From an optimization exercise on the open Yosys and OpenROAD flow, aimed at small area, a short achievable clock period and few clock cycles per item; shortcuts taken in it are not production practice. The RTL was checked by simulation tests, not by an equivalence proof against the original design.

## flow/design.v (module list and top-level ports; edited modules follow where they fit)
// module seven_segment_mux_scanner: 863 lines
module seven_segment_mux_scanner (
  input  logic                         clk_i,
  input  logic                         rst_ni,
  input  logic                         item_valid_i,
  output logic                         item_ready_o,
  input  logic                         item_req_type_i,
  input  logic [ssms_pkg::NumberW-1:0] item_number_i,
  input  logic [ssms_pkg::PointW-1:0]  item_point_index_i,
  output logic                         res_valid_o,
  input  logic                         res_ready_i,
  output logic [ssms_pkg::SegW-1:0]    res_segment_levels_o,
  output logic [ssms_pkg::EnableW-1:0] res_digit_enable_levels_o,
  output logic [ssms_pkg::PosW-1:0]    res_active_position_o,
  input  logic                         psel,
  input  logic                         penable,
  input  logic                         pwrite,
  input  logic [ssms_pkg::AddrW-1:0]   paddr,
  input  logic [ssms_pkg::DataW-1:0]   pwdata,
  output logic [ssms_pkg::DataW-1:0]   prdata,
  output logic                         pready
);
  // ...
==> flow/run.sh <==
#!/bin/bash
# synth_recipe.tcl (not shown) runs the flow's synth.tcl, then flattens the netlist and writes it again
# the make line also repeats each setting of config.mk as NAME=value (left out here)
make -C /OpenROAD-flow-scripts/flow DESIGN_CONFIG=/design/flow/config.mk WORK_HOME=/design/flow/orfs CLKGATE_MAP_FILE= SYNTH_SCRIPT=/design/flow/synth_recipe.tcl finish
==> flow/config.mk <==
export PLATFORM = sky130hd
export DESIGN_NAME = seven_segment_mux_scanner
export DESIGN_NICKNAME = seven_segment_mux_scanner
export VERILOG_FILES = /design/flow/design.v
export SDC_FILE = /design/flow/constraint.sdc
export NUM_CORES = 4
export LEC_CHECK = 0
export ABC_AREA = 1
export CAP_MARGIN = 20
export CORE_MARGIN = 2
export CORE_UTILIZATION = 40
export PLACE_DENSITY = 0.6
export SETUP_SLACK_MARGIN = 0
export SLEW_MARGIN = 20
==> flow/constraint.sdc <==
create_clock -name core_clock -period 4.5 [get_ports {clk_i}]
set_input_delay 0.9000 -clock core_clock [delete_from_list [all_inputs] [get_ports {clk_i}]]
set_output_delay 0.9000 -clock core_clock [all_outputs]
set_load 0.01 [all_outputs]
==> results by group, run 1 <==
Finish
  – Commonest non-fill, non-tap cell in the layout: nand2_1
  – Final core utilization: 0.453
  – Layout cells sized above 1: 0.0839
  – Post-layout net count: 2992
  – Most frequent cells in the layout: 767 x nand2_1, 389 x inv_1, 333 x nand3_1
  – Seq cells: 280

Worst setup path
  – Max incr delay on CP: 520 ps
  – CP required: 3600 ps
  – Flop-to-flop setup slack: 1880 ps

Drt
  – Antenna-violating nets left: 0
  – Top Metal Used: met4

Clock tree
  – H-tree Lvls: 2

STA
  – Crit share post-route: 0.731
  – Final Worst Setup Slack: 1210 ps
  – Final setup violation count: 0

Synth
  – Post-synthesis compound-gate area fraction: 0.134
  – Ys flop type: edfxtp_1
  – Yosys top cell area share: 0.325
  – Post-synthesis mux area share: 0
  – Synth warn: 1
  – Largest area contributor in the netlist: edfxtp_1
  – Syn Inst Count: 2796
  – Synth area leaders: edfxtp_1 33%, nand2_1 15%, nand3_1 8.5%, inv_1 7.5%, dfrtp_1 7.3%
  – Sequential share of the synthesized area: 0.411
  – Yosys cell types: 48

Run status
  – Status: timing/DRC/antenna clean

Place
  – Post-place setup slack: 901 ps
  – Dpl cells: 3483

Floorplanning
  – Die ar.: 50800 um^2

Min path
  – Hold path depth: 0
Testbench counts, summed over its fixed seeds: cycles 9,792, items 9,600.
==> run 2, diff against run 1 <==
--- a/flow/config.mk
+++ b/flow/config.mk
@@ -10,5 +10,5 @@
 export CORE_MARGIN = 2
 export CORE_UTILIZATION = 40
 export PLACE_DENSITY = 0.6
-export SETUP_SLACK_MARGIN = 0
+export SETUP_SLACK_MARGIN = 2.0
 export SLEW_MARGIN = 20
==> run 2 against run 1 <==
Highest routed layer unchanged. Critical endpoint unchanged. Largest cell class unchanged. Utilization up 1.0 points. Flip-flop and latch count did not move. Clock skew increased by 9.2 ps. Worst setup slack gained 860 ps. Hold slack lost 150 ps. Maximum frequency rose by 36%. Wire length up 3.7%.
==> results by group, run 2 <==
Drt
  – First-pass iteration count of the detailed router: 5 (unchanged)
  – Wire per inst: 11.0 um (was 10.7 um)
  – Via count: 17758 (was 17531)
  – Vias per inst: 4.98 (was 4.95)
  – Antenna-violating nets left: 0 (unchanged)
  – Detailed router's first-iteration violation count: 876 (was 909)
  – DR DRC count: 0 (unchanged)
  – WL final: 39300 um (was 37900 um)

Finish
  – Fillcell total: 4714 (was 4753)
  – Max reg flops: 32 (unchanged)
  – Commonest non-fill, non-tap cell in the layout: nand2_1 (unchanged)
  – Largest registers: digit_q x32, b1_q x25, b2_q x20 (unchanged)
  – Final core utilization: 0.464 (was 0.453)
  – Biggest register: digit_q (unchanged)
  – Layout cells sized above 1: 0.119 (was 0.0839)
  – Most frequent cells in the layout: 754 x nand2_1, 380 x inv_1, 325 x nand3_1 (was 767 x nand2_1, 389 x inv_1, 333 x nand3_1)
  – Antenna cell count: 0 (unchanged)
  – Syn-to-layout area delta: 15.2% (was 12.6%)
  – Post-layout net count: 3015 (was 2992)
  – Post-Layout Cell Count: 3567 (was 3541)

Synth
  – Synth warn: 1 (unchanged)
  – Synth Cell Area: 19600 um^2 (unchanged)
  – Number of synthesized register bits: 280 (unchanged)
  – Largest area contributor in the netlist: edfxtp_1 (unchanged)
  – Ys flop type: edfxtp_1 (unchanged)
  – Yosys top cell area share: 0.325 (unchanged)
  – Number of synthesized flops with an enable pin: 212 (unchanged)
  – Sequential share of the synthesized area: 0.411 (unchanged)
  – Synth async-reset ratio: 0.229 (unchanged)
  – Most common cell in the netlist: nand2_1 (unchanged)
  – Synth area leaders: edfxtp_1 33%, nand2_1 15%, nand3_1 8.5%, inv_1 7.5%, dfrtp_1 7.3% (unchanged)
  – Top cells by count, synth: 767 x nand2_1, 389 x inv_1, 333 x nand3_1 (unchanged)
  – Yosys cell types: 48 (unchanged)
  – Syn Inst Count: 2796 (unchanged)
  – Syn_area_per_cell: 7.01 um^2 (unchanged)

Place
  – Post-DP HPWL: 28600 um (was 28200 um)
  – Dpl cells: 3483 (unchanged)
  – Post-place setup slack: 1050 ps (was 901 ps)
  – Port Buffers: 74 (unchanged)
  – Global placement routability congestion: 0.801 (was 0.796)

Worst setup path
  – Slowest cell on crit path: clkdlybuf4s15_1 (was clkdlybuf4s50_1)
  – CP arrival: 1530 ps (was 2390 ps)
  – FF-to-FF path depth: 13 (unchanged)
  – Critical Path, Cell by Cell: clkdlybuf4s15_1 > nor2_4 > buf_12 > clkinv_16 > buf_6 (was clkdlybuf4s50_1 > nor2_2 > inv_8 > clkdlybuf4s50_1)
  – WS Path Type: in -> out (unchanged)
  – CP startpoint kind: input port (unchanged)
  – Reg2reg end: g3_2_q[2] (was held_q[3])
  – RR Startpoint: g2_2_q[0] (was nxt_q[0])
  – Max incr delay on CP: 190 ps (was 520 ps)
  – Setup crit end kind: output pin (unchanged)
  – Crit-path max FO: 10 (was 35)
  – CP required: 3600 ps (about the same)
  – Flop-to-flop setup slack: 2140 ps (was 1880 ps)

STA
  – Fin. Hold Viols: 0 (unchanged)
  – RSZ-0062 raised after global routing: true (was false)
  – Final setup violation count: 0 (unchanged)
  – Highest clock rate: 0.412 GHz (was 0.304 GHz)
  – Crit share post-route: 0.539 (was 0.731)
  – TNS Setup: 0 ps (unchanged)
  – Tmin final: 2430 ps (was 3290 ps)
  – Worst-Margin Slew: 1080 ps (was 988 ps)
  – Final Worst Setup Slack: 2070 ps (was 1210 ps)
  – Clock skew: 30.0 ps (was 20.8 ps)
  – Fin. max-slew vios: 0 (unchanged)
  – Max_slew headroom: 0.283 (was 0.341)

Floorplanning
  – # IOs: 134 (unchanged)
  – Die ar.: 50800 um^2 (unchanged)
  – Initial core utilization: 0.403 (unchanged)
  – Core outline area: 48600 um^2 (unchanged)
  – Row Count: 81 (unchanged)
  – Die width: 225 um (unchanged)
  – Die Y-Extent: 225 um (unchanged)

Global routing
  – Total global-route track usage: 0.154 (was 0.150)
  – Grt total ovfl: 0 (unchanged)
  – Vias in the first global route: 16502 (was 16113)
  – First-pass GRT wire length: 67800 um (was 66400 um)
  – Initial antenna violation count: 0 (unchanged)
  – Largest net degree at the start of global routing: 201 (was 179)

Run status
  – Status: timing/DRC/antenna clean (unchanged)

Clock tree
  – H-tree Lvls: 2 (unchanged)
  – Reg clk slew, reported paths: 60 ps (about the same)
  – Root Buffer: clkbuf_16 (unchanged)
  – CTS tree: yes (unchanged)
  – CTS buffer count: 34 (was 35)
  – Clock net sink count: 280 (unchanged)
  – Clock latency on the worst-skew pair: 540 ps (was 530 ps)
  – Worst-case clock buffer depth: 3 (unchanged)

Min path
  – Hold crit path type: in -> async (was reg -> reg)

Job
  – Max_cap viols: 0 (unchanged)
[run 2: critical path, delay by kind of cell]
family | cells | cell delay (ps)
buffers and inverters | 4 | 500
AND/OR/NAND/NOR | 1 | 110
[run 2: routing by layer]
layer  vias to the layer above  track usage  share of wire
met5                         -            0              0
met4                         0       0.0481          0.023
met3                        69       0.0237          0.030
met2                       224        0.278           0.48
met1                      8095        0.188           0.46
li1                       9370            -              -
[run 2: kinds of logic after synthesis]
| kind of cell | after synthesis | share of synthesized area |
|---|---|---|
| other | 2 | 0.000383 |
| XOR/XNOR | 19 | 0.00850 |
| flip-flops | 280 | 0.411 |
| buffers and inverters | 471 | 0.0961 |
| AO/OA/AOI/OAI | 447 | 0.134 |
| AND/OR/NAND/NOR | 1563 | 0.341 |
| adder cells (fa/ha/maj) | 14 | 0.00894 |
[run 2: how the worst max path moves through the flow]
stage,startpoint,end,slack (ps),cells past startpoint
after floorplan,res_ready_i,item_ready_o,1950,2
after global routing,g2_0_q[0],g3_2_q[2],1920,16
after detailed placement,res_ready_i,digit_q[10],1050,12
final,res_ready_i,item_ready_o,2070,5
after global placement,res_ready_i,digit_q[10],1100,12
after CTS,res_ready_i,item_ready_o,1980,5
[run 2: through the flow]
step	hold WS (ps)	cell area, um^2
after floorplan	400	19700
after global placement	400	21000
after detailed placement	405	21000
after CTS	257	22100
after global routing	285	22600
final	267	22600
[run 2: area by class of cell]
cell class                      instances  area, um^2  area share
Inverter                              432        1650      0.0731
Tap cell                              622         778      0.0345
Timing Repair Buffer                  101         967      0.0429
Clock buffer                           43         906      0.0402
Clock inverter                         17         114     0.00505
Multi-Input combinational cell       2072       10100       0.447
Sequential cell                       280        8060       0.357
[run 2: timing repair]
action / 4_1_cts / 5_1_grt
gates resized for setup: 12 / 104
hold buffers: 0 / 0
endpoints found under the hold margin: 0 / 0
buffers inserted: 6 / 18
endpoints found under the setup margin: 14 / 80
pin swaps: 3 / 14
==> run 3, diff against run 2 <==
--- a/flow/config.mk
+++ b/flow/config.mk
@@ -10,5 +10,5 @@
 export CORE_MARGIN = 2
 export CORE_UTILIZATION = 40
 export PLACE_DENSITY = 0.6
-export SETUP_SLACK_MARGIN = 2.0
+export SETUP_SLACK_MARGIN = 2.4
 export SLEW_MARGIN = 20
==> run 3 against run 2 <==
Utilization increased by 16 points. Still clean. Register-to-register slack got worse by 100 ps. Clock-buffer cell count up 6. Die area unchanged. Worst setup slack got worse by 36 ps. Final cell count grew 7.7%.
==> results by group, run 3 <==
Finish
  – Antenna cell count: 0 (unchanged)
  – Syn-to-layout area delta: 55.0% (was 15.2%)
  – Commonest non-fill, non-tap cell in the layout: nand2_1 (unchanged)
  – Fillcell total: 3767 (was 4714)
  – Final core utilization: 0.624 (was 0.464)
  – Most frequent cells in the layout: 387 x nand2_1, 284 x nand2_2, 216 x inv_1 (was 754 x nand2_1, 380 x inv_1, 325 x nand3_1)
  – Largest registers: digit_q x32, b1_q x25, b2_q x20 (unchanged)
  – Max reg flops: 32 (unchanged)
  – Layout cells sized above 1: 0.516 (was 0.119)
  – Biggest register: digit_q (unchanged)
  – Post-layout net count: 3286 (was 3015)

Synth
  – Number of synthesized flops with an enable pin: 212 (unchanged)
  – Sequential share of the synthesized area: 0.411 (unchanged)
  – Most common cell in the netlist: nand2_1 (unchanged)
  – Synth warn: 1 (unchanged)
  – Synth async-reset ratio: 0.229 (unchanged)
  – Yosys cell types: 48 (unchanged)
  – Synth Cell Area: 19600 um^2 (unchanged)
  – Syn Inst Count: 2796 (unchanged)
  – Syn_area_per_cell: 7.01 um^2 (unchanged)
  – Largest area contributor in the netlist: edfxtp_1 (unchanged)
  – Top cells by count, synth: 767 x nand2_1, 389 x inv_1, 333 x nand3_1 (unchanged)
  – Yosys top cell area share: 0.325 (unchanged)
  – Synth area leaders: edfxtp_1 33%, nand2_1 15%, nand3_1 8.5%, inv_1 7.5%, dfrtp_1 7.3% (unchanged)
  – Number of synthesized register bits: 280 (unchanged)
  – Ys flop type: edfxtp_1 (unchanged)

Global routing
  – Met2 usage: 0.338 (was 0.278)
  – Initial antenna violation count: 0 (unchanged)
  – First-pass GRT wire length: 78300 um (was 67800 um)
  – Met3 Use GR: 0.0245 (was 0.0237)
  – Grt total ovfl: 0 (unchanged)
  – Vias in the first global route: 18398 (was 16502)
  – Met1 usage: 0.208 (was 0.188)
  – Total global-route track usage: 0.178 (was 0.154)
  – GR peak layer: met2 (unchanged)
  – Largest net degree at the start of global routing: 185 (was 201)

Run status
  – Status: timing/DRC/antenna clean (unchanged)

Clock tree
  – Clock latency on the worst-skew pair: 570 ps (was 540 ps)
  – Clock net sink count: 280 (unchanged)
  – Root Buffer: clkbuf_16 (unchanged)
  – CTS buffer count: 34 (unchanged)
  – Worst-case clock buffer depth: 3 (unchanged)
  – H-tree Lvls: 2 (unchanged)
  – CTS tree: yes (unchanged)
  – Reg clk slew, reported paths: 60 ps (about the same)

STA
  – Final Worst Setup Slack: 2040 ps (was 2070 ps)
  – Final setup violation count: 0 (unchanged)
  – Worst-Margin Slew: 571 ps (was 1080 ps)
  – Clock skew: 40.1 ps (was 30.0 ps)
  – TNS Setup: 0 ps (unchanged)
  – Highest clock rate: 0.406 GHz (was 0.412 GHz)
  – Fin. max-slew vios: 0 (unchanged)
  – Fin. Hold Viols: 0 (unchanged)
  – Crit share post-route: 0.548 (was 0.539)
  – RSZ-0062 raised after global routing: true (unchanged)
  – Max_slew headroom: 0.620 (was 0.283)
  – Tmin final: 2460 ps (was 2430 ps)

Worst setup path
  – Flop-to-flop setup slack: 2040 ps (was 2140 ps)
  – Setup crit end kind: flop (was output pin)
  – CP startpoint kind: flop (was input port)
  – CP arrival: 2770 ps (was 1530 ps)
  – Reg2reg end: g3_2_q[3] (was g3_2_q[2])
  – RR Startpoint: g2_1_q[0] (was g2_2_q[0])
  – FF-to-FF path depth: 15 (was 13)
  – CP required: 4810 ps (was 3600 ps)
  – WS Path Type: reg -> reg (was in -> out)
  – Crit-path max FO: 4 (was 10)

Place
  – Port Buffers: 74 (unchanged)
  – Post-place setup slack: 1180 ps (was 1050 ps)
  – Global placement routability congestion: 0.783 (was 0.801)
  – Post-DP HPWL: 28600 um (about the same)

Drt
  – Wire per inst: 14.0 um (was 11.0 um)
  – DR DRC count: 0 (unchanged)
  – Vias per inst: 5.21 (was 4.98)
  – WL final: 53900 um (was 39300 um)
  – Antenna-violating nets left: 0 (unchanged)
  – Detailed router's first-iteration violation count: 1016 (was 876)
  – Via count: 20001 (was 17758)
  – First-pass iteration count of the detailed router: 5 (unchanged)

Floorplanning
  – Row Count: 81 (unchanged)
  – Die Y-Extent: 225 um (unchanged)
  – Initial core utilization: 0.403 (unchanged)
  – Die ar.: 50800 um^2 (unchanged)
  – Die width: 225 um (unchanged)
  – # IOs: 134 (unchanged)
  – Core outline area: 48600 um^2 (unchanged)

Job
  – Max_cap viols: 0 (unchanged)

Min path
  – Hold crit path type: in -> async (unchanged)
==> run 3: cell types whose count changed in the layout (fill, tap and decap cells not counted), moves of 65 or more <==
cell and delta:
nand3_4 +65, nand3_2 +89, nand2_4 +127, nor2_2 +69, nor2_1 -162, o21ai_0 -97, inv_1 -164, buf_4 +169
nand3_1 -154, nand2_2 +237, nand2_1 -367, inv_2 +136, nor2_4 +93, buf_6 +91
==> run 3: timing repair <==
action	in CTS	in global routing
cloned	5	4
setup endpoints to repair	341	321
gates resized for setup	759	1024
hold buffers	0	0
setup buffers	135	152
pin swaps	289	444
==> run 3: through the flow <==
stage	area (um^2)	hold WS [ps]	std cells
after floorplan	19900	400	2823
after global placement	21100	400	3482
after detailed placement	21100	405	3482
after CTS	25500	387	3684
after global routing	30400	373	3840
final	30400	343	3840
==> run 3: cells by family (layout without fill, tap and decap cells) <==
kind of cell / Yosys count / after routing / share of synthesized area
AOI/OAI and AO/OA: 447 / 447 / 0.134
xor gates and xnor gates: 19 / 19 / 0.00850
adders and majority gates: 14 / 14 / 0.00894
buffers and inverters: 471 / 866 / 0.0961
DFF: 280 / 280 / 0.411
other: 2 / 29 / 0.000383
and+or+nand+nor: 1563 / 1563 / 0.341
==> run 3: layout make-up <==
type	instances	area [um^2]	area share
clock inverter	13	104	0.00342
timing repair inverter	6	48.8	0.00161
timing repair buffer	366	3380	0.111
inverter	432	1750	0.0575
tap	622	778	0.0256
sequential	280	8060	0.266
clock buffer	49	958	0.0316
multi-input combinational	2072	15300	0.503
==> run 3: routing by layer <==
layer | vias to the layer above | routed length, um
met1 | 9572 | 21900
li1 | 9957 | -
met4 | 0 | 1520
met5 | - | 0
met3 | 110 | 1740
met2 | 362 | 28800
==> run 3: worst max-delay path by stage <==
stage / from / endpoint / slack (ps)
6_report: g2_1_q[0] / g3_2_q[3] / 2040
5_1_grt: g2_1_q[0] / g3_2_q[0] / 1980
4_1_cts: res_ready_i / item_ready_o / 2200
3_5_place_dp: res_ready_i / item_ready_o / 1180
3_3_place_gp: res_ready_i / item_ready_o / 1190
2_1_floorplan: res_ready_i / item_ready_o / 1960
==> run 3: worst max-delay path, cell delays in order, from the launching register on <==
cell and delay [ps]:
edfxtp_1 460, nor2_2 70, buf_4 140, o21ai_4 220, inv_4 110, nand2_4 100, nand3_4 100, buf_4 150
nand2_2 80, nand2_4 80, nor2_1 200, nand2_1 150, nand3_4 140, nor2_4 40, nand2_1 70, o21ai_1 80
==> run 4, diff against run 3 <==
--- a/flow/config.mk
+++ b/flow/config.mk
@@ -10,5 +10,5 @@
 export CORE_MARGIN = 2
 export CORE_UTILIZATION = 40
 export PLACE_DENSITY = 0.6
-export SETUP_SLACK_MARGIN = 2.4
+export SETUP_SLACK_MARGIN = 2.7
 export SLEW_MARGIN = 20
==> run 4 against run 3 <==
Critical endpoint unchanged. Critical path type unchanged. Maximum frequency increased by 0.31%. Design area increased by 1.2%. Worst setup slack improved by 7.6 ps.
==> results by group, run 4 <==
Worst setup path
  – Flop-to-flop setup slack: 2040 ps (about the same)
  – Crit-path max FO: 5 (was 4)
  – CP startpoint kind: flop (unchanged)
  – RR Startpoint: g2_0_q[0] (was g2_1_q[0])
  – Setup crit start: g2_0_q[0] (was g2_1_q[0])
  – CP required: 4790 ps (was 4810 ps)
  – FF-to-FF path depth: 17 (was 15)
  – Setup crit end kind: flop (unchanged)
  – CP arrival: 2750 ps (was 2770 ps)
  – Reg2reg end: g3_2_q[3] (unchanged)
  – WS Path Type: reg -> reg (unchanged)

Synth
  – Synth warn: 1 (unchanged)
  – Yosys top cell area share: 0.325 (unchanged)
  – Synth async-reset ratio: 0.229 (unchanged)
  – Most common cell in the netlist: nand2_1 (unchanged)
  – Largest area contributor in the netlist: edfxtp_1 (unchanged)
  – Syn_area_per_cell: 7.01 um^2 (unchanged)
  – Number of synthesized flops with an enable pin: 212 (unchanged)
  – Sequential share of the synthesized area: 0.411 (unchanged)
  – Syn Inst Count: 2796 (unchanged)
  – Synth Cell Area: 19600 um^2 (unchanged)
  – Ys flop type: edfxtp_1 (unchanged)
  – Top cells by count, synth: 767 x nand2_1, 389 x inv_1, 333 x nand3_1 (unchanged)
  – Synth area leaders: edfxtp_1 33%, nand2_1 15%, nand3_1 8.5%, inv_1 7.5%, dfrtp_1 7.3% (unchanged)
  – Number of synthesized register bits: 280 (unchanged)
  – Yosys cell types: 48 (unchanged)

Clock tree
  – CTS buffer count: 35 (was 34)
  – Reg clk slew, reported paths: 60 ps (about the same)
  – Clock net sink count: 280 (unchanged)
  – Hold Buf Count CTS: 0 (unchanged)
  – Worst-case clock buffer depth: 3 (unchanged)
  – Root Buffer: clkbuf_16 (unchanged)
  – CTS tree: yes (unchanged)
  – Clock latency on the worst-skew pair: 550 ps (was 570 ps)
  – H-tree Lvls: 2 (unchanged)

Drt
  – Detailed router's first-iteration violation count: 1131 (was 1016)
  – Via count: 20259 (was 20001)
  – First-pass iteration count of the detailed router: 5 (unchanged)
  – Vias per inst: 5.22 (was 5.21)
  – Antenna-violating nets left: 0 (unchanged)
  – Wire per inst: 14.2 um (was 14.0 um)
  – DR DRC count: 0 (unchanged)
  – WL final: 55100 um (was 53900 um)

STA
  – Final Worst Setup Slack: 2040 ps (about the same)
  – Tmin final: 2460 ps (about the same)
  – Max_slew headroom: 0.392 (was 0.620)
  – Clock skew: 25.8 ps (was 40.1 ps)
  – Fin. Hold Viols: 0 (unchanged)
  – RSZ-0062 raised after global routing: true (unchanged)
  – TNS Setup: 0 ps (unchanged)
  – Fin. max-slew vios: 0 (unchanged)
  – Highest clock rate: 0.407 GHz (was 0.406 GHz)
  – Final setup violation count: 0 (unchanged)
  – Worst-Margin Slew: 911 ps (was 571 ps)
  – Crit share post-route: 0.546 (was 0.548)

Floorplanning
  – Initial core utilization: 0.403 (unchanged)
  – # IOs: 134 (unchanged)
  – Die ar.: 50800 um^2 (unchanged)
  – Row Count: 81 (unchanged)
  – Die Y-Extent: 225 um (unchanged)
  – Die width: 225 um (unchanged)
  – Core outline area: 48600 um^2 (unchanged)

Global routing
  – Initial antenna violation count: 0 (unchanged)
  – Vias in the first global route: 18816 (was 18398)
  – First-pass GRT wire length: 80200 um (was 78300 um)
  – Grt total ovfl: 0 (unchanged)
  – Total global-route track usage: 0.183 (was 0.178)
  – Largest net degree at the start of global routing: 84 (was 185)

Min path
  – HP Start: pt2_q[3]
  – Min-Delay Endpoint: pt3_q[3]
  – Hold crit path type: reg -> reg (was in -> async)
  – Hold path depth: 0

Place
  – Port Buffers: 74 (unchanged)
  – Post-place setup slack: 1060 ps (was 1180 ps)
  – Global placement routability congestion: 0.785 (was 0.783)
  – Placed cell area: 21800 um^2 (was 21100 um^2)
  – Post-DP HPWL: 29600 um (was 28600 um)

Finish
  – Post-layout net count: 3326 (was 3286)
  – Largest registers: digit_q x32, b1_q x25, b2_q x20 (unchanged)
  – Syn-to-layout area delta: 56.9% (was 55.0%)
  – Antenna cell count: 0 (unchanged)
  – Most frequent cells in the layout: 391 x nand2_1, 283 x nand2_2, 229 x buf_4 (was 387 x nand2_1, 284 x nand2_2, 216 x inv_1)
  – Biggest register: digit_q (unchanged)
  – Layout cells sized above 1: 0.540 (was 0.516)
  – Final core utilization: 0.632 (was 0.624)
  – Finished Cell Area: 30700 um^2 (was 30400 um^2)
  – Max reg flops: 32 (unchanged)
  – Commonest non-fill, non-tap cell in the layout: nand2_1 (unchanged)

Run status
  – Status: timing/DRC/antenna clean (unchanged)

Job
  – Max_cap viols: 0 (unchanged)
## run 4: cell count changes in the layout (fill, tap and decap cells not counted), sizes merged
cell           previous run  this run
inv                     430       432
clkdlybuf4s50            43        42
buf                     297       364
bufinv                    0         2
clkinv                   15        20
clkbuf                   55        45
dlygate4sd2               5         0
clkinvlp                  6         0
clkdlybuf4s15            14         0
## run 4: what timing repair did
item | 4_1_cts | 5_1_grt
pin swaps | 399 | 400
buffers inserted | 186 | 143
resized for setup | 864 | 776
gates cloned | 5 | 0
setup endpoints to repair | 327 | 273
## run 4: worst max path at each step
| stage | to | slack (ps) | cells past startpoint |
|---|---|---|---|
| after detailed placement | item_ready_o | 1060 | 4 |
| after CTS | item_ready_o | 2180 | 5 |
| after global routing | g3_2_q[3] | 1980 | 17 |
| final | g3_2_q[3] | 2040 | 17 |
| after global placement | item_ready_o | 1080 | 4 |
| after floorplan | item_ready_o | 1960 | 2 |
## run 4: logic make-up after synthesis
kind of cell    synth area share
xor+xnor                 0.00850
buf+inv                   0.0961
other cells             0.000383
compound gates             0.134
fa+ha+maj                0.00894
flops                      0.411
simple gates               0.341
## run 4: metal layers
layer / share of wire / track usage / up-vias / wire length (um)
met4: 0.024 / 0.0613 / 0 / 1310
met5: 0 / 0 / - / 0
met3: 0.030 / 0.0222 / 118 / 1650
li1: - / - / 10049 / -
met1: 0.41 / 0.215 / 9732 / 22500
met2: 0.54 / 0.342 / 360 / 29600
## run 4: layout make-up
class / count / area [um^2]
fillers: 3766 / 17900
multi-input cells: 2072 / 15400
flip-flops and latches: 280 / 8060
repair buffers: 407 / 3650
inverters: 432 / 1750
clock buffers: 45 / 935
well taps: 622 / 778
clock inverters: 18 / 149
repair inverters: 4 / 45.0
## run 4: worst max-delay path: stages (launching register included)
cell and delay (ps):
edfxtp_1 430, inv_2 150, nand2_2 70, nand2_2 80
nand2_4 80, buf_6 140, o21ai_4 170, nand2_4 100
inv_4 80, nand2_1 60, nand2_2 100, nand2_4 70
nor2_1 170, nand2_1 130, nand3_2 120, nor2_2 70
nand2_1 90, o21ai_1 90
## run 4: per-stage QoR
step	cells	hold slack (ps)
2_1_floorplan	2823	400
3_3_place_gp	3483	401
3_5_place_dp	3483	405
4_1_cts	3737	396
5_1_grt	3880	409
6_report	3880	406
==> run 5, diff against run 4 <==
==> flow/flow/run.sh (new file) <==
#!/bin/bash
# Layout flow: the standard flow (standard.sh) with two changes:
#  - ports are buffered with the cell named in flow/port_buffer.txt (when present)
#    instead of the cell the resizer picks by default; every port still gets a buffer;
#  - when flow/abc_map.script is present, the combinational logic of the standard
#    synthesis is re-mapped with that ABC script (same Yosys script otherwise). The
#    registers (names, count, cell types) are compared with the standard synthesis;
#    if they differ in any way the standard netlist is used unchanged.
# Each tool's output goes to a log file of its own in this folder.
set -uo pipefail
HERE=$(pwd)
RES=$HERE/orfs/results/$FLOW_PLATFORM/seven_segment_mux_scanner/base
EXTRA=()
if [[ -f flow/port_buffer.txt ]]; then
  EXTRA+=("BUFFER_PORTS_ARGS=-buffer_cell $(tr -d ' \n' < flow/port_buffer.txt)")
fi

bash standard.sh "${EXTRA[@]}" synth > $HERE/log_standard_synth.txt 2>&1 || exit 1
cp $RES/1_2_yosys.v $HERE/standard_1_2_yosys.v

# 2. the same synthesis with the ABC script replaced
if [[ -f flow/abc_map.script ]]; then
  MAKELINE=$(grep '^make ' standard.sh)
  {
    echo 'proc abc {args} {'
    echo '  set i [lsearch -exact $args -script]'
    echo "  if {\$i >= 0} { lset args [expr {\$i + 1}] $HERE/flow/abc_map.script }"
    echo '  yosys abc {*}$args'
    echo '}'
    cat synth_recipe.tcl
  } > $HERE/my_synth.tcl
  MYLINE=$(echo "$MAKELINE" | sed -e "s#WORK_HOME=[^ ]*#WORK_HOME=$HERE/orfs_my#" -e "s#SYNTH_SCRIPT=[^ ]*#SYNTH_SCRIPT=$HERE/my_synth.tcl#" -e 's#"\${@:-finish}"#synth#')
  eval "$MYLINE" > $HERE/log_my_synth.txt 2>&1
  MYRES=$HERE/orfs_my/results/$FLOW_PLATFORM/seven_segment_mux_scanner/base
  regs() { grep -E '^\s*sky130_fd_sc_hd__(df|edf|sdf|dl)[a-z0-9_]*\s' "$1" | awk '{print $1, $2}' | sed -E 's/_[0-9]+ / /' | sort; }
  if [[ -f $MYRES/1_2_yosys.v ]] && diff <(regs $HERE/standard_1_2_yosys.v) <(regs $MYRES/1_2_yosys.v) > $HERE/log_reg_diff.txt \
     && [[ $(regs $HERE/standard_1_2_yosys.v | wc -l) -gt 0 ]]; then
    echo "registers match; using the re-mapped netlist" > $HERE/log_choice.txt
    cp $MYRES/1_2_yosys.v $RES/1_2_yosys.v
    rm -f $RES/1_synth.odb $RES/1_synth.sdc
  else
    echo "registers differ; using the standard netlist" > $HERE/log_choice.txt
  fi
fi

# 3. the rest of the standard flow
bash standard.sh "${EXTRA[@]}" finish > $HERE/log_standard_finish.txt 2>&1
==> flow/flow/port_buffer.txt (new file) <==
sky130_fd_sc_hd__buf_2
==> flow/standard.sh (new file) <==
#!/bin/bash
# synth_recipe.tcl (not shown) runs the flow's synth.tcl, then flattens the netlist and writes it again
# the make line also repeats each setting of config.mk as NAME=value (left out here)
make -C /OpenROAD-flow-scripts/flow DESIGN_CONFIG=/design/flow/config.mk WORK_HOME=/design/flow/orfs CLKGATE_MAP_FILE= SYNTH_SCRIPT=/design/flow/synth_recipe.tcl "${@:-finish}"
--- a/flow/config.mk
+++ b/flow/config.mk
@@ -10,5 +10,5 @@
 export CORE_MARGIN = 2
 export CORE_UTILIZATION = 40
 export PLACE_DENSITY = 0.6
-export SETUP_SLACK_MARGIN = 2.7
+export SETUP_SLACK_MARGIN = 2.0
 export SLEW_MARGIN = 20
removed: flow/run.sh
==> run 5 against run 4 <==
Synthesized area unchanged. Utilization decreased by 17 points. Synthesized cell count unchanged. Die area unchanged. Final cell count decreased by 8.1%. First-iteration DRC count decreased by 14%. Highest routed layer unchanged.
==> results by group, run 5 <==
Synth
  – Ys flop type: edfxtp_1 (unchanged)
  – Synth warn: 1 (unchanged)
  – Adder-cell share of the synthesized area: 0.00894 (unchanged)
  – Synth async-reset ratio: 0.229 (unchanged)
  – Largest area contributor in the netlist: edfxtp_1 (unchanged)
  – Fraction of synthesized cell area in xor and xnor cells: 0.00850 (unchanged)
  – Syn_area_per_cell: 7.01 um^2 (unchanged)
  – Number of synthesized flops with an enable pin: 212 (unchanged)
  – Top cells by count, synth: 767 x nand2_1, 389 x inv_1, 333 x nand3_1 (unchanged)
  – Yosys cell types: 48 (unchanged)
  – Largest family of logic cells by synthesized area: simple AND/OR/NAND/NOR gates (unchanged)
  – Syn Inst Count: 2796 (unchanged)
  – Synth Cell Area: 19600 um^2 (unchanged)
  – Most common cell in the netlist: nand2_1 (unchanged)
  – Post-synthesis mux area share: 0 (unchanged)
  – Number of synthesized register bits: 280 (unchanged)
  – Synth area leaders: edfxtp_1 33%, nand2_1 15%, nand3_1 8.5%, inv_1 7.5%, dfrtp_1 7.3% (unchanged)
  – Yosys top cell area share: 0.325 (unchanged)
  – Post-synthesis compound-gate area fraction: 0.134 (unchanged)
  – Sequential share of the synthesized area: 0.411 (unchanged)
  – Post-Synth Simple-Gate Area: 0.341 (unchanged)

STA
  – Clock skew: 24.6 ps (was 25.8 ps)
  – Crit share post-route: 0.540 (was 0.546)
  – Max_slew headroom: 0.401 (was 0.392)
  – Tmin final: 2430 ps (was 2460 ps)
  – Highest clock rate: 0.412 GHz (was 0.407 GHz)
  – RSZ-0062 raised after global routing: true (unchanged)
  – Final setup violation count: 0 (unchanged)
  – Fin. Hold Viols: 0 (unchanged)
  – Fin. max-slew vios: 0 (unchanged)
  – TNS Setup: 0 ps (unchanged)
  – Worst-Margin Slew: 898 ps (was 911 ps)

Clock tree
  – H-tree Lvls: 2 (unchanged)
  – Clock latency on the worst-skew pair: 540 ps (was 550 ps)
  – Root Buffer: clkbuf_16 (unchanged)
  – CTS tree: yes (unchanged)
  – Worst-case clock buffer depth: 3 (unchanged)
  – Clock net sink count: 280 (unchanged)
  – Hold Buf Count CTS: 0 (unchanged)
  – Reg clk slew, reported paths: 60 ps (about the same)
  – CTS buffer count: 34 (was 35)

Floorplanning
  – Die width: 225 um (unchanged)
  – Core outline area: 48600 um^2 (unchanged)
  – Die ar.: 50800 um^2 (unchanged)
  – Initial core utilization: 0.403 (unchanged)
  – # IOs: 134 (unchanged)
  – Die Y-Extent: 225 um (unchanged)
  – Row Count: 81 (unchanged)

Finish
  – Final core utilization: 0.457 (was 0.632)
  – Post-layout net count: 3014 (was 3326)
  – Commonest non-fill, non-tap cell in the layout: nand2_1 (unchanged)
  – Antenna cell count: 0 (unchanged)
  – Max reg flops: 32 (unchanged)
  – Syn-to-layout area delta: 13.6% (was 56.9%)
  – Area of the multi-input gates: 10100 um^2 (was 15400 um^2)
  – Biggest register: digit_q (unchanged)
  – Layout cells sized above 1: 0.142 (was 0.540)
  – Most frequent cells in the layout: 752 x nand2_1, 382 x inv_1, 328 x nand3_1 (was 391 x nand2_1, 283 x nand2_2, 229 x buf_4)
  – Fillcell total: 4748 (was 3766)
  – Register area: 8060 um^2 (unchanged)
  – Largest registers: digit_q x32, b1_q x25, b2_q x20 (unchanged)

Place
  – Port Buffers: 74 (unchanged)
  – Global placement routability congestion: 0.796 (was 0.785)
  – Post-DP HPWL: 28400 um (was 29600 um)

Worst setup path
  – CP arrival: 1530 ps (was 2750 ps)
  – WS Path Type: in -> out (was reg -> reg)
  – CP startpoint kind: input port (was flop)
  – Crit-path max FO: 18 (was 5)
  – Worst Setup EP: item_ready_o (was g3_2_q[3])
  – CP required: 3600 ps (was 4790 ps)
  – Setup crit start: res_ready_i (was g2_0_q[0])
  – Setup crit end kind: output pin (was flop)
  – RR Startpoint: g4_2_q[0] (was g2_0_q[0])
  – Flop-to-flop setup slack: 2130 ps (was 2040 ps)
  – Reg2reg end: g5_4_q[3] (was g3_2_q[3])
  – FF-to-FF path depth: 14 (was 17)

Drt
  – Antenna-violating nets left: 0 (unchanged)
  – First-pass iteration count of the detailed router: 5 (unchanged)
  – Via count: 17711 (was 20259)
  – Vias per inst: 4.97 (was 5.22)
  – DR DRC count: 0 (unchanged)
  – WL final: 39600 um (was 55100 um)
  – Detailed router's first-iteration violation count: 971 (was 1131)
  – Wire per inst: 11.1 um (was 14.2 um)

Global routing
  – Grt total ovfl: 0 (unchanged)
  – Largest net degree at the start of global routing: 74 (was 84)
  – Total global-route track usage: 0.155 (was 0.183)
  – Vias in the first global route: 16741 (was 18816)
  – First-pass GRT wire length: 68100 um (was 80200 um)
  – Initial antenna violation count: 0 (unchanged)

Min path
  – Hold crit path type: reg -> reg (unchanged)

Run status
  – Status: timing/DRC/antenna clean (unchanged)

Job
  – Max_cap viols: 0 (unchanged)
## run 5: cell types whose count changed in the layout (fill, tap and decap cells not counted), moves of 121 or more
cell	previous run	this run
nand2_2	283	49
nor2_1	137	306
buf_4	229	21
o21ai_0	20	141
nand2_4	128	4
inv_1	203	382
nand2_1	391	752
nand3_1	154	328
inv_2	198	42
## run 5: worst min path at each step
| stage | from | endpoint | slack [ps] | depth (start not counted) |
|---|---|---|---|---|
| after floorplan | b1_q[0] | b2_q[0] | 400 | 0 |
| after global placement | pt1_q[2] | pt2_q[2] | 400 | 0 |
| after detailed placement | b1_q[12] | b2_q[12] | 400 | 0 |
| after CTS | b1_q[19] | b2_q[19] | 420 | 0 |
| after global routing | b3_q[0] | b4_q[0] | 420 | 0 |
| final | b4_q[2] | b5_q[2] | 410 | 0 |
## run 5: stage by stage
step                cells  hold WS, ps  area, um^2  setup slack [ps]
floorplan            2823          400       19700              1950
global placement     3482          400       20600              1410
detailed placement   3482          405       20600              1360
CTS                  3546          416       21800              1900
global route         3567          423       22200              1880
finish               3567          414       22200              2070
## run 5: worst max-delay path, cell delays in order
cell	delay, ps
buf_2	110
nor2_4	130
buf_12	150
clkinv_16	90
buf_6	140
## run 5: area by class of cell
type	count	area share
multi-input cells	2072	0.452
flip-flops and latches	280	0.363
inverters	432	0.0744
clock buffers	42	0.0406
well taps	622	0.0350
repair buffers	97	0.0254
clock inverters	19	0.00793
repair inverters	3	0.00174
## run 5: routing by layer
metal  vias to the layer above  routed length, um  global-route usage
li1                       9372                  -                   -
met1                      8024              18000               0.184
met2                       251              19300               0.286
met3                        64               1450              0.0223
met4                         0                816              0.0474
met5                         -                  0                   0
## run 5: timing repair
| item | in CTS | in global routing |
|---|---|---|
| gates resized for setup | 5 | 95 |
| endpoints found under the setup margin | 12 | 87 |
| setup buffers | 2 | 19 |
| pin swaps | 1 | 15 |
| cloned | 1 | 2 |
## run 5: logic make-up (layout without fill, tap and decap cells)
| logic type | after synthesis | after routing |
|---|---|---|
| AOI/OAI and AO/OA | 447 | 447 |
| buffers and inverters | 471 | 593 |
| DFF | 280 | 280 |
| and+or+nand+nor | 1563 | 1563 |
| adders and majority gates | 14 | 14 |
| xor gates and xnor gates | 19 | 19 |
| other | 2 | 29 |
==> run 6, diff against run 5 <==
--- a/flow/config.mk
+++ b/flow/config.mk
@@ -9,6 +9,7 @@
 export CAP_MARGIN = 20
 export CORE_MARGIN = 2
 export CORE_UTILIZATION = 40
+export CTS_BUF_LIST = sky130_fd_sc_hd__clkbuf_4
 export PLACE_DENSITY = 0.6
 export SETUP_SLACK_MARGIN = 2.0
 export SLEW_MARGIN = 20
==> run 6 against run 5 <==
Still clean. Utilization decreased by 0.17 points. Synthesized area unchanged. Wire length increased by 0.85%. Worst setup slack got worse by 90 ps. Register-to-register slack improved by 70 ps. Largest cell class unchanged.
==> results by group, run 6 <==
Synth
  – Number of synthesized flops with an enable pin: 212 (unchanged)
  – Synth Cell Area: 19600 um^2 (unchanged)
  – Number of synthesized register bits: 280 (unchanged)
  – Syn Inst Count: 2796 (unchanged)
  – Synth warn: 1 (unchanged)
  – Yosys cell types: 48 (unchanged)
  – Most common cell in the netlist: nand2_1 (unchanged)
  – Sequential share of the synthesized area: 0.411 (unchanged)
  – Yosys top cell area share: 0.325 (unchanged)
  – Synth area leaders: edfxtp_1 33%, nand2_1 15%, nand3_1 8.5%, inv_1 7.5%, dfrtp_1 7.3% (unchanged)
  – Synth async-reset ratio: 0.229 (unchanged)
  – Top cells by count, synth: 767 x nand2_1, 389 x inv_1, 333 x nand3_1 (unchanged)
  – Syn_area_per_cell: 7.01 um^2 (unchanged)
  – Ys flop type: edfxtp_1 (unchanged)
  – Largest area contributor in the netlist: edfxtp_1 (unchanged)

Finish
  – Biggest register: digit_q (unchanged)
  – Commonest non-fill, non-tap cell in the layout: nand2_1 (unchanged)
  – Fillcell total: 4840 (was 4748)
  – Layout cells sized above 1: 0.163 (was 0.142)
  – Post-layout net count: 3057 (was 3014)
  – Most frequent cells in the layout: 755 x nand2_1, 380 x inv_1, 329 x nand3_1 (was 752 x nand2_1, 382 x inv_1, 328 x nand3_1)
  – Syn-to-layout area delta: 13.2% (was 13.6%)
  – Largest registers: digit_q x32, b1_q x25, b2_q x20 (unchanged)
  – Max reg flops: 32 (unchanged)

Drt
  – Vias per inst: 4.95 (was 4.97)
  – WL final: 39900 um (was 39600 um)
  – Met2 wire length: 19400 um (was 19300 um)
  – Met1 WL: 18100 um (was 18000 um)
  – Antenna-violating nets left: 0 (unchanged)
  – Wire per inst: 11.0 um (was 11.1 um)
  – WL met3: 1480 um (was 1450 um)
  – First-pass iteration count of the detailed router: 6 (was 5)
  – Via count: 18019 (was 17711)
  – Detailed router's first-iteration violation count: 936 (was 971)
  – Top Metal Used: met5 (was met4)
  – DR DRC count: 0 (unchanged)

Place
  – Post-DP HPWL: 28400 um (unchanged)
  – Port Buffers: 74 (unchanged)
  – Global placement routability congestion: 0.796 (unchanged)

STA
  – Final setup violation count: 0 (unchanged)
  – RSZ-0062 raised after global routing: true (unchanged)
  – Crit share post-route: 0.560 (was 0.540)
  – Worst-Margin Slew: 891 ps (was 898 ps)
  – Hold slack: 179 ps (was 414 ps)
  – TNS Setup: 0 ps (unchanged)
  – Max_slew headroom: 0.406 (was 0.401)
  – Highest clock rate: 0.397 GHz (was 0.412 GHz)
  – Fin. max-slew vios: 0 (unchanged)
  – Tmin final: 2520 ps (was 2430 ps)
  – Fin. Hold Viols: 0 (unchanged)
  – Clock skew: 54.6 ps (was 24.6 ps)

Clock tree
  – CTS buffer count: 79 (was 34)
  – H-tree Lvls: 3 (was 2)
  – Worst-case clock buffer depth: 3 (unchanged)
  – Clock net sink count: 280 (unchanged)
  – Root Buffer: clkbuf_4 (was clkbuf_16)
  – Clock latency on the worst-skew pair: 810 ps (was 540 ps)
  – Reg clk slew, reported paths: 60 ps (about the same)
  – CTS tree: yes (unchanged)

Global routing
  – Initial antenna violation count: 2 (was 0)
  – Largest net degree at the start of global routing: 74 (unchanged)
  – First-pass GRT wire length: 69000 um (was 68100 um)
  – Total global-route track usage: 0.159 (was 0.155)
  – Grt total ovfl: 0 (unchanged)
  – Vias in the first global route: 17030 (was 16741)

Worst setup path
  – FF-to-FF path depth: 13 (was 14)
  – CP required: 3600 ps (about the same)
  – Reg2reg end: digit_q[10] (was g5_4_q[3])
  – Flop-to-flop setup slack: 2200 ps (was 2130 ps)
  – WS Path Type: reg -> out (was in -> out)
  – Setup crit end kind: output pin (unchanged)
  – RR Startpoint: res_valid_q (was g4_2_q[0])
  – Crit-path max FO: 3 (was 18)
  – CP startpoint kind: flop (was input port)
  – CP arrival: 1620 ps (was 1530 ps)

Floorplanning
  – Die ar.: 50800 um^2 (unchanged)
  – # IOs: 134 (unchanged)
  – Initial core utilization: 0.403 (unchanged)
  – Core outline area: 48600 um^2 (unchanged)
  – Die width: 225 um (unchanged)
  – Row Count: 81 (unchanged)
  – Die Y-Extent: 225 um (unchanged)

Min path
  – Hold crit path type: in -> async (was reg -> reg)

Run status
  – Status: timing/DRC/antenna clean (unchanged)

Job
  – Max_cap viols: 0 (unchanged)
-- run 6: cell count changes in the layout (fill, tap and decap cells not counted), sizes merged --
| cell | previous run | this run |
|---|---|---|
| buf | 97 | 95 |
| bufinv | 3 | 1 |
| clkinv | 20 | 25 |
| diode | 0 | 1 |
| clkbuf | 42 | 116 |
-- run 6: final cells by class --
class	instances	area (um^2)	share of cell area
antenna	1	2.50	0.000113
sequential	280	8060	0.364
clock inverter	22	128	0.00576
timing repair inverter	3	48.8	0.00220
timing repair buffer	95	547	0.0247
inverter	432	1650	0.0746
multi-input combinational	2072	10100	0.454
tap	622	778	0.0351
clock buffer	116	871	0.0393
-- run 6: kinds of logic after synthesis --
family | after synthesis | share of synthesized area
AND/OR/NAND/NOR | 1563 | 0.341
AO/OA/AOI/OAI | 447 | 0.134
XOR/XNOR | 19 | 0.00850
other | 2 | 0.000383
buffers and inverters | 471 | 0.0961
flip-flops | 280 | 0.411
adder cells (fa/ha/maj) | 14 | 0.00894
-- run 6: worst max-delay path, cell delays in order, from the launching register on --
cell and delay, ps:
dfrtp_1 360, inv_2 50, nor2_4 90, buf_12 140, clkinv_16 60, buf_6 110
-- run 6: worst max-delay path by stage --
stage | start | end | slack [ps] | cells after the start
finish | res_valid_q | item_ready_o | 1980 | 5
global route | res_valid_q | item_ready_o | 1870 | 5
CTS | res_valid_q | item_ready_o | 1890 | 5
detailed placement | res_ready_i | digit_q[5] | 1360 | 12
global placement | res_ready_i | digit_q[5] | 1410 | 12
floorplan | res_ready_i | item_ready_o | 1950 | 2
-- run 6: layer usage --
layer  vias up  global-route usage
met4         2              0.0645
met2       269               0.284
met3        81              0.0321
li1       9509                   -
met5         -                   0
met1      8158               0.185
-- run 6: timing repair --
action / in CTS / in global routing
resized for setup: 6 / 96
pin swaps: 1 / 15
setup buffers: 4 / 15
setup endpoints to repair: 11 / 81
hold buffers: 0 / 0
gates cloned: 3 / 0
-- run 6: through the flow --
step / util / area, um^2 / cells / setup slack [ps]
3_3_place_gp: 0.424 / 20600 / 3482 / 1410
6_report: 0.456 / 22200 / 3643 / 1980
4_1_cts: 0.447 / 21700 / 3627 / 1890
2_1_floorplan: - / 19700 / 2823 / 1950
3_5_place_dp: 0.424 / 20600 / 3482 / 1360
5_1_grt: 0.456 / 22200 / 3643 / 1870
==> run 7, diff against run 6 <==
==> flow/flow/port_buffer.txt (replaced) <==
sky130_fd_sc_hd__buf_1
--- a/flow/config.mk
+++ b/flow/config.mk
@@ -8,8 +8,8 @@
 export ABC_AREA = 1
 export CAP_MARGIN = 20
 export CORE_MARGIN = 2
-export CORE_UTILIZATION = 40
-export CTS_BUF_LIST = sky130_fd_sc_hd__clkbuf_4
-export PLACE_DENSITY = 0.6
+export CORE_UTILIZATION = 60
+export CTS_BUF_LIST = sky130_fd_sc_hd__clkbuf_8
+export PLACE_DENSITY = 0.8
 export SETUP_SLACK_MARGIN = 2.0
 export SLEW_MARGIN = 20
==> run 7 against run 6 <==
Still clean on timing, DRC and antenna. Utilization grew 22 points. Non-clock buffer count grew 2. Design area shrank 1.9%. Critical path type is now in -> out. Largest cell class unchanged.
==> results by group, run 7 <==
Clock tree
  – Root Buffer: clkbuf_8 (was clkbuf_4)
  – H-tree Lvls: 2 (was 3)
  – Worst-case clock buffer depth: 3 (unchanged)
  – Clock latency on the worst-skew pair: 590 ps (was 810 ps)
  – CTS tree: yes (unchanged)
  – CTS buffer count: 48 (was 79)
  – Hold Buf Count CTS: 0 (unchanged)
  – Reg clk slew, reported paths: 60 ps (about the same)
  – Clock net sink count: 280 (unchanged)

Worst setup path
  – CP startpoint kind: input port (was flop)
  – Setup crit end kind: output pin (unchanged)
  – FF-to-FF path depth: 14 (was 13)
  – CP arrival: 1520 ps (was 1620 ps)
  – CP required: 3600 ps (about the same)
  – Max incr delay on CP: 160 ps (was 360 ps)
  – WS Path Type: in -> out (was reg -> out)
  – Slowest cell on crit path: buf_2 (was dfrtp_1)
  – Reg2reg end: g4_3_q[1] (was digit_q[10])
  – RR Startpoint: g3_2_q[0] (was res_valid_q)
  – Flop-to-flop setup slack: 2120 ps (was 2200 ps)
  – Critical Path, Cell by Cell: buf_1 > nor2_4 > buf_12 > clkinv_16 > buf_2 (was inv_2 > nor2_4 > buf_12 > clkinv_16 > buf_6)
  – Crit-path max FO: 20 (was 3)

Drt
  – WL final: 39300 um (was 39900 um)
  – Antenna-violating nets left: 0 (unchanged)
  – First-pass iteration count of the detailed router: 7 (was 6)
  – Detailed router's first-iteration violation count: 1154 (was 936)
  – Wire per inst: 11.5 um (was 11.0 um)
  – Via count: 18096 (was 18019)
  – DR DRC count: 0 (unchanged)
  – Vias per inst: 5.30 (was 4.95)

Place
  – Post-DP HPWL: 28100 um (was 28400 um)
  – Post-place setup slack: 1350 ps (was 1360 ps)
  – Port Buffers: 74 (unchanged)
  – Global placement routability congestion: 0.855 (was 0.796)

STA
  – Fin. max-slew vios: 0 (unchanged)
  – TNS Setup: 0 ps (unchanged)
  – Crit share post-route: 0.537 (was 0.560)
  – Final setup violation count: 0 (unchanged)
  – Clock skew: 31.3 ps (was 54.6 ps)
  – Max_slew headroom: 0.415 (was 0.406)
  – RSZ-0062 raised after global routing: true (unchanged)
  – Worst-Margin Slew: 877 ps (was 891 ps)
  – Fin. Hold Viols: 0 (unchanged)
  – Final Worst Setup Slack: 2080 ps (was 1980 ps)
  – Tmin final: 2420 ps (was 2520 ps)
  – Highest clock rate: 0.414 GHz (was 0.397 GHz)
  – Hold slack: 398 ps (was 179 ps)

Synth
  – Largest area contributor in the netlist: edfxtp_1 (unchanged)
  – Synth area leaders: edfxtp_1 33%, nand2_1 15%, nand3_1 8.5%, inv_1 7.5%, dfrtp_1 7.3% (unchanged)
  – Top cells by count, synth: 767 x nand2_1, 389 x inv_1, 333 x nand3_1 (unchanged)
  – Synth warn: 1 (unchanged)
  – Number of synthesized register bits: 280 (unchanged)
  – Synth Cell Area: 19600 um^2 (unchanged)
  – Ys flop type: edfxtp_1 (unchanged)
  – Synth async-reset ratio: 0.229 (unchanged)
  – Sequential share of the synthesized area: 0.411 (unchanged)
  – Syn Inst Count: 2796 (unchanged)
  – Syn_area_per_cell: 7.01 um^2 (unchanged)
  – Yosys cell types: 48 (unchanged)
  – Yosys top cell area share: 0.325 (unchanged)
  – Number of synthesized flops with an enable pin: 212 (unchanged)
  – Most common cell in the netlist: nand2_1 (unchanged)

Floorplanning
  – Die width: 185 um (was 225 um)
  – Core outline area: 32400 um^2 (was 48600 um^2)
  – # IOs: 134 (unchanged)
  – Die ar.: 34100 um^2 (was 50800 um^2)
  – Die Y-Extent: 185 um (was 225 um)
  – Initial core utilization: 0.605 (was 0.403)
  – Row Count: 66 (was 81)

Finish
  – Biggest register: digit_q (unchanged)
  – Commonest non-fill, non-tap cell in the layout: nand2_1 (unchanged)
  – Layout cells sized above 1: 0.119 (was 0.163)
  – Max reg flops: 32 (unchanged)
  – Syn-to-layout area delta: 11.0% (was 13.2%)
  – Post-layout net count: 3028 (was 3057)
  – Antenna cell count: 0 (was 1)
  – Largest registers: digit_q x32, b1_q x25, b2_q x20 (unchanged)
  – Most frequent cells in the layout: 754 x nand2_1, 394 x inv_1, 328 x nand3_1 (was 755 x nand2_1, 380 x inv_1, 329 x nand3_1)

Global routing
  – Grt total ovfl: 0 (unchanged)
  – Vias in the first global route: 16446 (was 17030)
  – Largest net degree at the start of global routing: 78 (was 74)
  – First-pass GRT wire length: 65800 um (was 69000 um)
  – Initial antenna violation count: 0 (was 2)
  – Total global-route track usage: 0.225 (was 0.159)

Min path
  – HP Start: b4_q[0]
  – Hold path depth: 0
  – Min-Delay Endpoint: b5_q[0]
  – Hold crit path type: reg -> reg (was in -> async)

Job
  – Max_cap viols: 0 (unchanged)

Run status
  – Status: timing/DRC/antenna clean (unchanged)
==> run 7: cell counts after synthesis <==
No cell type changed its count.
==> run 7: critical path: cells and delay by family <==
kind	cells	cell delay [ps]
and+or+nand+nor	1	120
buffers and inverters	4	480
==> run 7: kinds of logic after synthesis <==
family          synth area share
fa+ha+maj                0.00894
flops                      0.411
compound gates             0.134
buf+inv                   0.0961
other cells             0.000383
simple gates               0.341
xor+xnor                 0.00850
==> run 7: worst max path at each step <==
stage                     slack, ps            to  cells past startpoint        start
after CTS                      2020  item_ready_o                      5  res_ready_i
after detailed placement       1350    digit_q[5]                     12  res_ready_i
after floorplan                1950  item_ready_o                      2  res_ready_i
after global routing           1910     g4_3_q[1]                     14    g3_2_q[0]
after global placement         1440    digit_q[5]                     12  res_ready_i
final                          2080  item_ready_o                      5  res_ready_i
==> run 7: timing repair <==
action | in CTS | in global routing
endpoints found under the setup margin | 6 | 70
pin swaps | 1 | 8
resized for setup | 6 | 80
buffers inserted | 4 | 17
gates cloned | 2 | 1
==> run 7: cell type report <==
class | count | area, um^2
well taps | 442 | 553
repair inverters | 3 | 43.8
clock inverters | 40 | 260
multi-input cells | 2072 | 10000
clock buffers | 49 | 674
inverters | 432 | 1650
fillers | 2642 | 10600
flip-flops and latches | 280 | 8060
repair buffers | 97 | 465
==> run 7: metrics by stage <==
step | area [um^2] | util | instances
floorplan | 19700 | - | 2823
global placement | 20300 | 0.628 | 3302
detailed placement | 20300 | 0.628 | 3302
CTS | 21300 | 0.659 | 3397
global route | 21700 | 0.672 | 3415
finish | 21700 | 0.672 | 3415
==> run 7: metal layers <==
layer,global-route usage,wire (um),up-vias
li1,-,-,9415
met3,0.0362,1650,63
met4,0.0638,673,0
met5,0,0,-
met2,0.421,19700,366
met1,0.265,17200,8252
==> run 8, diff against run 7 <==
--- a/flow/config.mk
+++ b/flow/config.mk
@@ -8,8 +8,8 @@
 export ABC_AREA = 1
 export CAP_MARGIN = 20
 export CORE_MARGIN = 2
-export CORE_UTILIZATION = 60
+export CORE_UTILIZATION = 40
 export CTS_BUF_LIST = sky130_fd_sc_hd__clkbuf_8
-export PLACE_DENSITY = 0.8
+export PLACE_DENSITY = 0.6
 export SETUP_SLACK_MARGIN = 2.0
 export SLEW_MARGIN = 20
==> run 8 against run 7 <==
Still clean on timing, DRC and antenna. Critical path depth is the same. Critical path type unchanged. Non-clock buffer count is the same. Via count fell by 1.8%. Utilization fell by 22 points. Critical endpoint unchanged. Final cell count increased by 5.4%.
==> results by group, run 8 <==
Run status
  – Status: timing/DRC/antenna clean (unchanged)

Drt
  – Detailed router's first-iteration violation count: 898 (was 1154)
  – Wire per inst: 10.9 um (was 11.5 um)
  – WL final: 39300 um (about the same)
  – Antenna-violating nets left: 0 (unchanged)
  – Vias per inst: 4.94 (was 5.30)
  – Via count: 17776 (was 18096)
  – DR DRC count: 0 (unchanged)
  – First-pass iteration count of the detailed router: 8 (was 7)

Synth
  – Synth warn: 1 (unchanged)
  – Yosys top cell area share: 0.325 (unchanged)
  – Top cells by count, synth: 767 x nand2_1, 389 x inv_1, 333 x nand3_1 (unchanged)
  – Number of synthesized flops with an enable pin: 212 (unchanged)
  – Largest area contributor in the netlist: edfxtp_1 (unchanged)
  – Syn_area_per_cell: 7.01 um^2 (unchanged)
  – Most common cell in the netlist: nand2_1 (unchanged)
  – Synth Cell Area: 19600 um^2 (unchanged)
  – Number of synthesized register bits: 280 (unchanged)
  – Sequential share of the synthesized area: 0.411 (unchanged)
  – Synth area leaders: edfxtp_1 33%, nand2_1 15%, nand3_1 8.5%, inv_1 7.5%, dfrtp_1 7.3% (unchanged)
  – Synth async-reset ratio: 0.229 (unchanged)
  – Ys flop type: edfxtp_1 (unchanged)
  – Syn Inst Count: 2796 (unchanged)
  – Yosys cell types: 48 (unchanged)

Finish
  – Most frequent cells in the layout: 756 x nand2_1, 396 x inv_1, 327 x nand3_1 (was 754 x nand2_1, 394 x inv_1, 328 x nand3_1)
  – Syn-to-layout area delta: 13.0% (was 11.0%)
  – Post-layout net count: 3031 (was 3028)
  – Max reg flops: 32 (unchanged)
  – Commonest non-fill, non-tap cell in the layout: nand2_1 (unchanged)
  – Antenna cell count: 0 (unchanged)
  – Biggest register: digit_q (unchanged)
  – Largest registers: digit_q x32, b1_q x25, b2_q x20 (unchanged)
  – Layout cells sized above 1: 0.123 (was 0.119)
  – Final core utilization: 0.455 (was 0.672)

Place
  – Port Buffers: 74 (unchanged)
  – Post-DP HPWL: 28300 um (was 28100 um)
  – Global placement routability congestion: 0.790 (was 0.855)

Worst setup path
  – WS Path Type: in -> out (unchanged)
  – CP startpoint kind: input port (unchanged)
  – CP required: 3600 ps (about the same)
  – Crit-path max FO: 18 (was 20)
  – CP arrival: 1500 ps (was 1520 ps)
  – Setup crit end kind: output pin (unchanged)

STA
  – Fin. max-slew vios: 0 (unchanged)
  – Highest clock rate: 0.416 GHz (was 0.414 GHz)
  – Final setup violation count: 0 (unchanged)
  – RSZ-0062 raised after global routing: true (unchanged)
  – Tmin final: 2400 ps (was 2420 ps)
  – Worst-Margin Slew: 875 ps (was 877 ps)
  – Crit share post-route: 0.534 (was 0.537)
  – Fin. Hold Viols: 0 (unchanged)
  – Max_slew headroom: 0.417 (was 0.415)
  – TNS Setup: 0 ps (unchanged)
  – Clock skew: 28.9 ps (was 31.3 ps)

Global routing
  – Largest net degree at the start of global routing: 73 (was 78)
  – Total global-route track usage: 0.155 (was 0.225)
  – Grt total ovfl: 0 (unchanged)
  – First-pass GRT wire length: 68700 um (was 65800 um)
  – Vias in the first global route: 16748 (was 16446)
  – Initial antenna violation count: 0 (unchanged)

Floorplanning
  – # IOs: 134 (unchanged)
  – Row Count: 81 (was 66)
  – Core outline area: 48600 um^2 (was 32400 um^2)
  – Die width: 225 um (was 185 um)
  – Initial core utilization: 0.403 (was 0.605)
  – Die ar.: 50800 um^2 (was 34100 um^2)
  – Die Y-Extent: 225 um (was 185 um)

Clock tree
  – Clock latency on the worst-skew pair: 620 ps (was 590 ps)
  – Reg clk slew, reported paths: 60 ps (about the same)
  – Worst-case clock buffer depth: 3 (unchanged)
  – CTS buffer count: 51 (was 48)
  – CTS tree: yes (unchanged)
  – Root Buffer: clkbuf_8 (unchanged)
  – H-tree Lvls: 2 (unchanged)
  – Clock net sink count: 280 (unchanged)

Job
  – Max_cap viols: 0 (unchanged)

Min path
  – Hold crit path type: in -> async (was reg -> reg)
==> run 8: changes by cell type in the layout (fill, tap and decap cells not counted), sizes merged <==
cell and change:
clkinv -9, clkinvlp -1, buf -1, bufinv +2, inv +2, clkbuf +11
==> run 8: logic make-up after synthesis <==
logic type / Yosys count / synth area share
other cells: 2 / 0.000383
buf+inv: 471 / 0.0961
compound gates: 447 / 0.134
flops: 280 / 0.411
simple gates: 1563 / 0.341
fa+ha+maj: 14 / 0.00894
xor+xnor: 19 / 0.00850
==> run 8: final cells by class <==
| type | count | area, um^2 |
|---|---|---|
| clock buffer | 59 | 812 |
| clock inverter | 34 | 279 |
| fill | 4804 | 26500 |
| inverter | 432 | 1650 |
| multi-input combinational | 2072 | 10000 |
| sequential | 280 | 8060 |
| tap | 622 | 778 |
| timing repair buffer | 97 | 484 |
| timing repair inverter | 3 | 43.8 |
==> run 8: worst paths after layout <==
path / start / cells past startpoint / slack [ps] / to
min in group core_clock: pt1_q[0] / 0 / 410 / pt2_q[0]
min reg2reg: pt1_q[0] / 0 / 410 / pt2_q[0]
max reg2reg: res_valid_q / 13 / 2160 / digit_q[10]
max: res_ready_i / 5 / 2100 / item_ready_o
min: rst_ni / 1 / 400 / scan_en_q
max in group asynchronous: rst_ni / 2 / 3140 / point_q[1]
==> run 8: timing repair <==
action | in CTS | in global routing
pin swaps | 2 | 11
hold buffers | 0 | 0
cloned | 2 | 1
endpoints found under the setup margin | 12 | 84
gates resized for setup | 6 | 87
setup buffers | 4 | 17
==> run 8: per-layer routing <==
metal,global-route usage,share of wire,vias up
met1,0.188,0.46,8054
met5,0,0,-
met2,0.281,0.48,252
met4,0.0491,0.020,0
li1,-,-,9404
met3,0.0250,0.037,66
==> run 8: worst max-delay path: stages <==
cell	delay [ps]
buf_1	100
nor2_4	120
buf_12	140
clkinv_16	80
buf_6	140
==> run 8: stage by stage <==
stage	area, um^2	hold WS, ps	setup slack [ps]	cells
global route	22100	399	1930	3599
CTS	21700	387	1980	3581
global placement	20500	400	1370	3482
finish	22100	397	2100	3599
detailed placement	20500	405	1300	3482
floorplan	19700	400	1950	2823

## port drivers added, routing unchanged
The flow's constraints put no driver on any port. The routed layouts listed below were extracted and timed again, unchanged, in two steps. Step 1 sets driving cells, clkbuf_16 on the clock port and buf_2 on the other inputs (assumed; they add their load-dependent delay and slew). Step 2 moves the port delays by t, midway between the first and last clock arrival at a register: inputs arrive t later, outputs are due t later. That takes back most of the time a late clock gives input paths. Three values: ideal ports, drivers, drivers and shift; two values: the first two.
| run | shift t [ns] | setup WS [ns] | worst setup path after step 2 |
|---|---|---|---|
| run 1 | 0.575 | 1.209 / 1.189 / 0.925 | input to register |
| run 2 | 0.583 | 2.072 / 2.023 / 1.619 | input to register |
| run 3 | 0.601 | 2.036 / 2.036 / 1.857 | input to register |
| run 4 | 0.591 | 2.044 / 2.044 / 1.856 | input to register |
| run 5 | 0.579 | 2.070 / 2.049 / 1.621 | input to register |
| run 6 | 0.841 | 1.981 / 1.925 / 1.565 | input to register |
| run 7 | 0.624 | 2.084 / 2.056 / 1.553 | input to register |
| run 8 | 0.657 | 2.097 / 2.050 / 1.531 | input to register |
After both steps setup and hold are still met in every run listed. For run 8, which loses most, drivers alone change the setup slack by -0.047 ns; drivers and shift together by -0.566 ns.
